Background: an optimization exercise with open tools, aiming at small area, a short achievable clock period and few clock cycles per item. Do not read the settings as production practice. Function was checked by simulation only, so behaviour that the tests miss may differ from the original. Power figures rest on the tool's default switching activity, not on a simulated workload.

job 9057:
## pdec_updt_top
module pdec_updt_top (
  input  logic         clk,
  input  logic         rst_n,
  input  logic         cfg_leaf_mode,
  input  logic [2:0]   cfg_jump_type,
  input  logic [1:0]   cfg_dcrc_num,
  input  logic         cfg_dcrc_mode,
  input  logic [2:0]   cfg_dcrc_ini,
  input  logic [23:0]  cfg_dcrc_idx,
  input  logic         dec_start,
  input  logic         upd_valid,
  input  logic [7:0]   srvl_bmp,
  input  logic [39:0]  pm_idx,
  input  logic [127:0] bit_val,
  input  logic [491:0] dcrc_info,
  output logic         upd_ready,
  output logic         upd_done,
  output logic [7:0]   list_wen,
  output logic [7:0]   list_waddr,
  output logic [31:0]  list_wdata,
  output logic [15:0]  path_stat,
  output logic         early_term
);
Size: about 0.017 mm2 of cells after synthesis.
Settings: LEC_CHECK=0, CAP_MARGIN=20, CORE_AREA=5 5 265 265, DIE_AREA=0 0 270 270, SLEW_MARGIN=20; clock period 5.0 ns.
run.sh (not shown) runs the stock make flow with config.mk's settings and CLKGATE_MAP_FILE= SYNTH_SCRIPT=/design/flow/synth_recipe.tcl, a recipe that flattens the netlist after the stock synthesis.
Job 9057: all stages done; final checks FAILED (negative setup slack).
Testbench counts of job 9057, summed over its fixed seeds: cycles 5,388, updates 3,072.
What job 1139 does differently from job 9057 at the input level:
--- a/flow/config.mk
+++ b/flow/config.mk
@@ -9,2 +9,2 @@
-export CORE_AREA = 5 5 265 265
-export DIE_AREA = 0 0 270 270
+export CORE_MARGIN = 2
+export CORE_UTILIZATION = 40
Fraction of registers with async set or reset after synthesis came out exactly the same in job 1139 and job 9057. Job 1139 and job 9057 ended up with roughly the same synthesized cell count. In the metrics for job 1139 and job 9057, the one carrying the lower height of the chip is job 1139. Tool error PPL-0024 stopped job 1139 during I/O pin placement; no final results. Job 1139 against job 9057; chip width is down by more than 10%. Diff job 1139..job 9057 | post-synthesis cell area | negligible. Per the comparison of job 1139 with job 9057, initial standard-cell utilization of the core higher; number of cell rows went down.
The inputs of job 3064 differ from those of job 1139 as listed below.
==> flow/flow/run.sh (new file) <==
#!/bin/bash
# Standard ORFS layout; the port buffers are the small sky130 buf_1
# instead of the delay buffer buffer_ports picks by default.
set -euo pipefail
bash standard.sh BUFFER_PORTS_ARGS="-buffer_cell sky130_fd_sc_hd__buf_1" finish > standard_flow.log 2>&1
==> flow/standard.sh (new file) <==
#!/bin/bash
# synth_recipe.tcl (not shown) runs the flow's synth.tcl, then flattens the netlist and writes it again
# the make line also repeats each setting of config.mk as NAME=value (left out here)
make -C /OpenROAD-flow-scripts/flow DESIGN_CONFIG=/design/flow/config.mk WORK_HOME=/design/flow/orfs CLKGATE_MAP_FILE= SYNTH_SCRIPT=/design/flow/synth_recipe.tcl "${@:-finish}"
--- a/flow/config.mk
+++ b/flow/config.mk
@@ -9,2 +9,2 @@
-export CORE_MARGIN = 2
-export CORE_UTILIZATION = 40
+export CORE_AREA = 5 5 265 265
+export DIE_AREA = 0 0 270 270
removed: flow/run.sh
==> comparison <==
- | job 3064 | all stages done | FAIL | negative setup slack |
- Re number of unique standard cell types used by synthesis: no difference whatsoever between job 1139 and job 3064.
- Compared with job 1139, job 3064 shows a horizontal die dimension that is 28% higher.
- | mux share of post-synthesis cell area | job 3064 vs job 1139 | ≈ equal |
- As far as mean cell area of the mapped netlist goes, job 1139 and job 3064 are indistinguishable; the numbers are identical.
- Compared with job 1139, job 3064 shows number of cell rows higher by 20.

---

pdec_updt_top, a different RTL version from the one above (not shown whole).
Size in the first run: ~69 flip-flops, ~770 I/O pins, about 0.016 mm2 of cells after synthesis.
export LEC_CHECK = 0
export CAP_MARGIN = 20
export CORE_AREA = 5 5 275 275
export DIE_AREA = 0 0 280 280
export SETUP_SLACK_MARGIN = 1.85
export SLEW_MARGIN = 20
export SYNTH_HIERARCHICAL = 1
export TNS_END_PERCENT = 0
create_clock -name core_clock -period 5.0 [get_ports {clk}]
standard.sh (not shown) runs the stock make flow with config.mk's settings and CLKGATE_MAP_FILE= SYNTH_SCRIPT=/design/flow/synth_recipe.tcl, a recipe that flattens the netlist after the stock synthesis.
==> flow/flow/run.sh <==
#!/bin/bash
# Standard ORFS layout; the port buffers are the small sky130 buf_1
# instead of the delay buffer buffer_ports picks by default.
set -euo pipefail
bash standard.sh BUFFER_PORTS_ARGS="-buffer_cell sky130_fd_sc_hd__buf_1" finish > standard_flow.log 2>&1
The baseline finished with timing, DRC and antenna clean.
Testbench counts at the start, summed over its fixed seeds: cycles 6,540, updates 3,072.
Edit:
Settings changed: TNS_END_PERCENT 0 to default.
=> Worst setup slack gets better by 0.041 ns; combinational power is higher by about 3%; critical path depth does not change; register-to-register slack gets better by 0.04 ns; flip-flop and latch count is unchanged; non-clock buffer count is higher by 32; first-iteration DRC count is lower by 3.6%; clock-buffer cell count is unchanged; core utilization is higher by 0.95 points; power is higher by 2.1%; design area is higher by 3.3%.

[separate check: timing with driven ports]
No port has a modelled driver above. Below, the same layouts with a new extraction and two added sets of constraints. Step 1 assumes that a clkbuf_16 drives the clock port and a buf_2 every other input. Step 2 moves the port delays by t, midway between the first and last clock arrival at a register: inputs arrive t later, outputs are due t later. That takes back most of the time a late clock gives input paths. Three values: ideal, step 1, step 2; two values: the first two.
run	shift t [ns]	setup slack, ns	worst register clock-pin slew, ns	worst data-port slew with drivers (ns)	cell pins on the clock port's net
job 9057	0.358	-0.228 / -0.282 / -0.282	0.08 / 0.08	0.29	1
job 3064	0.357	-0.135 / -0.176 / -0.393	0.09 / 0.09	0.28	1
the first run of note 2	0.432	1.678 / 1.638 / 1.330	0.08 / 0.08	0.26	1
the second run of note 2	0.430	1.719 / 1.681 / 1.395	0.07 / 0.07	0.17	1
The setup slack of the first run of note 2, which loses most, moves by -0.040 ns with the drivers and by -0.348 ns with both steps.
